What follows belongs to an exercise in optimizing a design on an open flow for small area, a short achievable clock period and few clock cycles; a production flow would make more cautious choices. Only simulation tests tie the RTL to the original design; equivalence was not proved. No driver is modelled on the clock port, so clocking that relies on it looks cheaper here than on a real chip. Power is estimated from default activity; no workload was simulated.

== job 101 ==
==> flow/design.v (excerpt) <==
module mem_unit (
  input  logic                   clk_in,
  input  logic                   rst_in,
  input  logic                   rdy_in,
  input  logic                   fetch_en,
  input  mem_pkg::addr_t         fetch_addr,
  output logic                   fetch_done,
  output mem_pkg::word_t         fetch_data,
  input  logic                   load_en,
  input  mem_pkg::addr_t         load_addr,
  input  mem_pkg::size_t         load_size,
  output logic                   load_done,
  output mem_pkg::word_t         load_data,
  input  logic                   store_en,
  input  mem_pkg::addr_t         store_addr,
  input  mem_pkg::size_t         store_size,
  input  mem_pkg::word_t         store_data,
  output logic                   store_done,
  input  logic                   flush_in,
  input  logic                   io_buffer_full,
  input  mem_pkg::byte_t         mem_din,
  output mem_pkg::byte_t         mem_dout,
  output mem_pkg::addr_t         mem_a,
  output logic                   mem_wr
);
Size in the first run: ~710 cells after synthesis, roughly 260 I/O pins.
==> flow/config.mk <==
export PLATFORM = sky130hd
export DESIGN_NAME = mem_unit
export DESIGN_NICKNAME = mem_unit
export VERILOG_FILES = /design/flow/design.v
export SDC_FILE = /design/flow/constraint.sdc
export NUM_CORES = 4
export LEC_CHECK = 0
export CAP_MARGIN = 20
export CORE_MARGIN = 2
export CORE_UTILIZATION = 70
export SETUP_SLACK_MARGIN = 2.55
export SLEW_MARGIN = 20
==> flow/constraint.sdc <==
create_clock -name core_clock -period 5.0 [get_ports {clk_in}]
set_input_delay 1.0000 -clock core_clock [delete_from_list [all_inputs] [get_ports {clk_in}]]
set_output_delay 1.0000 -clock core_clock [all_outputs]
set_load 0.01 [all_outputs]
standard.sh (not shown) runs the stock make flow with config.mk's settings and CLKGATE_MAP_FILE= SYNTH_SCRIPT=/design/flow/synth_recipe.tcl, a recipe that flattens the netlist after the stock synthesis.
==> flow/flow/run.sh <==
#!/bin/bash
# Standard layout, except:
# - the port buffers are plain buf_1 cells (the default pick is the slower
#   and larger clkdlybuf4s50_1); the resizer still sizes them up where
#   timing or slew needs it;
# - the clock tree is built by flow/clock_tree.tcl just before the CTS step
#   (one root buffer, one leaf buffer per cluster of flip-flops), and the
#   CTS step is then left with nothing to do. Its usual tree for this small
#   design is 17 leaf buffers of about 8 flip-flops each.
set -euo pipefail
export BUFFER_PORTS_ARGS="-buffer_cell sky130_fd_sc_hd__buf_1"
export PRE_CTS_TCL="$PWD/flow/clock_tree.tcl"
export CTS_ARGS="-clk_nets clk_in"
bash standard.sh > flow_make.log 2>&1
Other scripts of this flow, unchanged in this note and not shown: flow/flow/clock_tree.tcl
Testbench counts of job 101, summed over its fixed seeds: cycles 68,456.
Inputs modified between job 101 and job 102:
- CORE_UTILIZATION now 55, was 70
- SETUP_SLACK_MARGIN now 2.5, was 2.55
Notes after the runs:
Diff job 101 -> job 102: internal power component now smaller, peak supply drop increased by 130 µV relative to the old numbers, final weighted congestion in routability-driven placement barely changed.
From job 101 to job 102 the numbers moved as follows: power -about 1.2%; initial antenna violation count ~0 delta.
Job 102 drops fewer vias than job 101.
Job 101 -> job 102: net switching power figure decreased by a few percent
Job 102 does better than job 101 on cell area.
Diff job 101 -> job 102 | setup slack after placement | decrease of 0.17 ns
Job 102 gives less post-cts resize count than job 101 did.
--- input diff job 102..job 103 ---
- CORE_UTILIZATION now 40, was 55
### Flow results
- Taking job 102 as the reference, in job 103 flip-flop and latch count did not really move, die area went up by about 36%, area growth from synthesis to layout went up.
- Path type of the worst setup path: register to primary output -> job 102, input port to primary output -> job 103
- Looking only at pre-CTS setup slack, and setting everything else aside, the lower value of job 103 and job 102 goes to job 102.
- Diff job 102 -> job 103 | routed wire length | increase of 5.3%
- Post-detailed-placement half-perimeter wirelength for job 103 is higher than for job 102.
- Comparing job 102 against job 103, there is no change at all in simple-gate share of the synthesized area.
- Job 103 ends up with lower setup slack of the worst register-to-register path than job 102 does.
- Of job 103 and job 102, it is job 103 that has the higher wire length of the first global-routing pass.
- The die extent in x number comes out higher for job 103 vs job 102.

* * *

The RTL this note starts from:
==> flow/design.v <==
`timescale 1ns/1ps
`default_nettype none
package mem_pkg;
  typedef logic [31:0] addr_t;
  typedef logic [31:0] word_t;
  typedef logic [7:0]  byte_t;
  typedef logic [1:0]  size_t;
  localparam logic [1:0] IO_SELECT = 2'b11;  
endpackage
`default_nettype wire
`timescale 1ns/1ps
`default_nettype none
module mem_unit (
  input  logic                   clk_in,
  input  logic                   rst_in,
  input  logic                   rdy_in,
  input  logic                   fetch_en,
  input  mem_pkg::addr_t         fetch_addr,
  output logic                   fetch_done,
  output mem_pkg::word_t         fetch_data,
  input  logic                   load_en,
  input  mem_pkg::addr_t         load_addr,
  input  mem_pkg::size_t         load_size,
  output logic                   load_done,
  output mem_pkg::word_t         load_data,
  input  logic                   store_en,
  input  mem_pkg::addr_t         store_addr,
  input  mem_pkg::size_t         store_size,
  input  mem_pkg::word_t         store_data,
  output logic                   store_done,
  input  logic                   flush_in,
  input  logic                   io_buffer_full,
  input  mem_pkg::byte_t         mem_din,
  output mem_pkg::byte_t         mem_dout,
  output mem_pkg::addr_t         mem_a,
  output logic                   mem_wr
);
  logic        f_out;       
  logic        s_val;       
  logic [15:0] sw;
  logic [2:0]  fc;
  logic        fdin;        
  logic        f_sub;       
  logic [31:0] ra;
  logic        d_busy;
  logic        d_run;       
  logic        own;         
  logic        own_w;       
  logic        d_wr;        
  logic        d_io;        
  logic [17:0] d_q;         
  logic [1:0]  d_idx;       
  logic [1:0]  d_last;      
  logic [31:0] sd;          
  logic [3:0]  wb;          
  logic        ldin;        
  logic        l_fin;       
  logic        ls1, ls2, ls4;  
  logic        d_req;
  logic [1:0]  req_size, req_last;
  logic [17:0] req_addr;
  logic        req_io;
  logic        d_go;        
  logic        d_end;       
  logic        l_start;     
  logic        f_new;       
  logic        c_out;       
  logic        f_go0;       
  logic        f_done0;     
  logic [2:0]  fc0;
  logic [15:0] sw0;
  logic        n_busy, n_run, n_wr, n_io, n_fout, n_own;
  logic        f_hold;      
  logic [2:0]  fc_h;
  logic [1:0]  n_idx, n_last;
  logic [2:0]  n_fc;
  assign d_req    = load_en || store_en;
  assign req_size = load_en ? load_size : store_size;
  assign req_last = req_size[1] ? 2'd3 : {1'b0, req_size[0]};
  assign req_addr = load_en ? load_addr[17:0] : store_addr[17:0];
  assign req_io   = (req_addr[17:16] == mem_pkg::IO_SELECT);
  assign d_go     = own && !(d_wr && d_io && io_buffer_full);
  assign d_end    = d_go && d_idx == d_last;
  assign c_out    = fetch_en || (f_out && !flush_in);
  assign f_go0    = !own && !fc[2] && (c_out || s_val);
  assign l_start  = own && !d_run && !d_wr;
  assign f_done0  = c_out && ((fc[2] && !l_start) || (f_go0 && fc == 3'd3));
  assign fc0      = f_done0 ? 3'd0 : fc + {2'd0, f_go0};
  assign sw0      = f_done0 ? sw + 16'd1 : sw;
  assign f_new    = fetch_en && !(s_val && fetch_addr[17:2] == sw);
  assign mem_a    = {14'd0, own ? d_q : {sw, fc[1:0]}};
  assign mem_dout = ({8{wb[0]}} & sd[7:0])   | ({8{wb[1]}} & sd[15:8]) |
                    ({8{wb[2]}} & sd[23:16]) | ({8{wb[3]}} & sd[31:24]);
  assign mem_wr   = rdy_in && own_w && !(d_io && io_buffer_full);
  assign fetch_data = {({8{f_sub}} & mem_din) | ra[31:24], ra[23:0]};
  assign load_data[7:0]   = ({8{ls1}} & mem_din) | ra[7:0];
  assign load_data[15:8]  = ({8{ls2}} & mem_din) | ra[15:8];
  assign load_data[23:16] = ra[23:16];
  assign load_data[31:24] = {8{ls4}} & mem_din;
  logic [1:0] f_lane, l_lane;
  assign f_lane = fc[1:0] - 2'd1;
  assign l_lane = d_idx - 2'd1;
  always_ff @(posedge clk_in)
  begin
    if (fdin)
      ra[8*f_lane +: 8] <= mem_din;
    if (ldin && !l_fin)
      ra[8*l_lane +: 8] <= mem_din;
    if (rdy_in && l_start)
    begin
      if (d_last == 2'd0)
        ra[7:0] <= 8'd0;
      if (!d_last[1])
        ra[23:8] <= 16'd0;
    end
    if (rdy_in && f_go0 && c_out && fc == 3'd3 && !f_new)
      ra[31:24] <= 8'd0;
    if (rdy_in && store_en)
      sd <= store_data;
  end
  always_comb
  begin
    n_busy = d_busy;
    n_run  = d_run;
    n_wr   = d_wr;
    n_io   = d_io;
    n_idx  = d_idx;
    n_last = d_last;
    n_fout = f_out;
    n_fc   = fc;
    if (!rdy_in)
    begin
      if (l_fin)
      begin
        n_busy = 1'b1;
        n_run  = 1'b1;
      end
    end
    else
    begin
      if (d_req)
      begin
        n_busy = 1'b1;
        n_run  = 1'b0;
        n_wr   = store_en;
        n_io   = req_io;
        n_idx  = 2'd0;
        n_last = req_last;
      end
      else if (own)
      begin
        n_run = 1'b1;
        if (d_end)
        begin
          n_busy = 1'b0;
          n_wr   = 1'b0;
        end
        else if (d_go)
          n_idx = d_idx + 2'd1;
      end
      n_fout = f_new || (c_out && !f_done0);
      n_fc   = (f_new || l_start) ? 3'd0 :
               (fetch_en && f_done0) ? 3'd4 : fc0;
    end
    fc_h   = fc + {2'd0, !own && !fc[2]};
    f_hold = (fetch_en || f_out) && fc_h != 3'd0 && !fc_h[2];
    if (!rdy_in)
      n_own = own || l_fin;
    else
      n_own = n_busy && (n_run || !f_hold);
  end
  always_ff @(posedge clk_in)
  begin
    if (rst_in)
    begin
      f_out      <= 1'b0;
      s_val      <= 1'b0;
      fc         <= 3'd0;
      fdin       <= 1'b0;
      f_sub      <= 1'b0;
      ldin       <= 1'b0;
      l_fin      <= 1'b0;
      ls1        <= 1'b0;
      ls2        <= 1'b0;
      ls4        <= 1'b0;
      d_busy     <= 1'b0;
      d_run      <= 1'b0;
      own        <= 1'b0;
      own_w      <= 1'b0;
      d_wr       <= 1'b0;
      fetch_done <= 1'b0;
      load_done  <= 1'b0;
      store_done <= 1'b0;
    end
    else
    begin
      d_busy <= n_busy;
      d_run  <= n_run;
      d_wr   <= n_wr;
      d_io   <= n_io;
      d_idx  <= n_idx;
      d_last <= n_last;
      f_out  <= n_fout;
      fc     <= n_fc;
      own    <= n_own;
      own_w  <= n_own && n_wr;
      wb     <= 4'b0001 << n_idx;
      if (!rdy_in)
      begin
        fdin  <= 1'b0;
        f_sub <= 1'b0;
        ldin  <= 1'b0;
        l_fin <= 1'b0;
        ls1   <= 1'b0;
        ls2   <= 1'b0;
        ls4   <= 1'b0;
        if (l_fin)
          load_done <= 1'b0;
      end
      else
      begin
        if (d_req)
          d_q <= req_addr;
        else if (d_go && !d_end)
          d_q <= d_q + 18'd1;
        ldin      <= d_go && !d_wr;
        l_fin     <= d_end && !d_wr;
        ls1       <= d_end && !d_wr && d_last == 2'd0;
        ls2       <= d_end && !d_wr && d_last == 2'd1;
        ls4       <= d_end && !d_wr && d_last[1];
        load_done <= d_end && !d_wr;
        store_done <= (n_own && n_wr && !n_io && n_idx == n_last) ||
                      (d_end && d_wr && d_io);
        fdin       <= f_go0 && !f_new;
        f_sub      <= f_go0 && c_out && fc == 3'd3 && !f_new;
        fetch_done <= f_done0 && !f_new;
        sw         <= fetch_en ? fetch_addr[17:2] : sw0;
        if (fetch_en)
          s_val <= 1'b1;
      end
    end
  end
endmodule
`default_nettype wire
export LEC_CHECK = 0
export CAP_MARGIN = 20
export CORE_MARGIN = 2
export CORE_UTILIZATION = 30
export CTS_BUF_LIST = sky130_fd_sc_hd__clkbuf_4 sky130_fd_sc_hd__clkbuf_8
export CTS_CLUSTER_DIAMETER = 150
export CTS_CLUSTER_SIZE = 40
export SETUP_SLACK_MARGIN = 2.5
export SLEW_MARGIN = 20
create_clock -name core_clock -period 5.0 [get_ports {clk_in}]
==> flow/flow/run.sh <==
#!/bin/bash
# Standard layout, with the port buffers made of plain buf_1 cells
# (the default pick is the slower and larger clkdlybuf4s50_1); the
# resizer still sizes them up where timing or slew needs it.
set -euo pipefail
export BUFFER_PORTS_ARGS="-buffer_cell sky130_fd_sc_hd__buf_1"
bash standard.sh > flow_make.log 2>&1
The first run passed the timing, design-rule and antenna checks.
Testbench counts at the start, summed over its fixed seeds: cycles 65,049.
Then changed:
==> flow/config.mk (replaced) <==
export PLATFORM = sky130hd
export DESIGN_NAME = mem_unit
export DESIGN_NICKNAME = mem_unit
export VERILOG_FILES = /design/flow/design.v
export SDC_FILE = /design/flow/constraint.sdc
export NUM_CORES = 4
export LEC_CHECK = 0
export CAP_MARGIN = 20
export CORE_MARGIN = 2
export CORE_UTILIZATION = 40
export SETUP_SLACK_MARGIN = 2.4
export SLEW_MARGIN = 20
Effect: Cell area fell by a few percent; final cell count fell by a few percent; sequential share of layout area rose by 1.1 points; global-route usage rose by 3.5 points; register-to-register slack loses 0.05 ns; worst hold slack is about the same; power rose by a few percent.
Then changed:
--- a/flow/config.mk
+++ b/flow/config.mk
@@ -9,4 +9,7 @@
 export CORE_MARGIN = 2
-export CORE_UTILIZATION = 40
-export SETUP_SLACK_MARGIN = 2.4
+export CORE_UTILIZATION = 50
+export CTS_BUF_LIST = sky130_fd_sc_hd__clkbuf_4 sky130_fd_sc_hd__clkbuf_8
+export CTS_CLUSTER_DIAMETER = 150
+export CTS_CLUSTER_SIZE = 40
+export SETUP_SLACK_MARGIN = 2.5
 export SLEW_MARGIN = 20
What happened: The new run finished clean; sequential power stays flat; cell count decreases by about 3.3%; worst setup slack improved by 0.047 ns; via count climbs by 3.6%.

==> separate check: timing with driven ports <==
How much do the figures lean on ideal ports? The routed layouts below were timed once more, with nothing changed but the port constraints. Step 1 sets driving cells, clkbuf_16 on the clock port and buf_2 on the other inputs (assumed; they add their load-dependent delay and slew). Step 2 moves the port delays by t, midway between the first and last clock arrival at a register: inputs arrive t later, outputs are due t later. That takes back most of the time a late clock gives input paths. a / b / c = no drivers / after step 1 / after step 2; a / b = the first two.
run | shift t [ns] | setup WS [ns] | worst setup path at the end | worst register clock-pin slew, ns
job 101 | 0.404 | 2.551 / 2.516 / 2.211 | input to register | 0.09 / 0.09
job 102 | 0.410 | 2.505 / 2.469 / 2.196 | input to register | 0.09 / 0.09
job 103 | 0.419 | 2.504 / 2.473 / 2.209 | input to register | 0.09 / 0.09
the first run of note 2 | 0.473 | 2.525 / 2.392 / 2.192 | input to register | 0.08 / 0.08
the second run of note 2 | 0.456 | 2.483 / 2.442 / 2.094 | input to register | 0.07 / 0.07
the third run of note 2 | 0.487 | 2.530 / 2.499 / 2.128 | input to register | 0.09 / 0.09
After both steps every run listed still meets setup and hold. The setup slack of the third run of note 2, which loses most, moves by -0.031 ns with the drivers and by -0.402 ns with both steps.
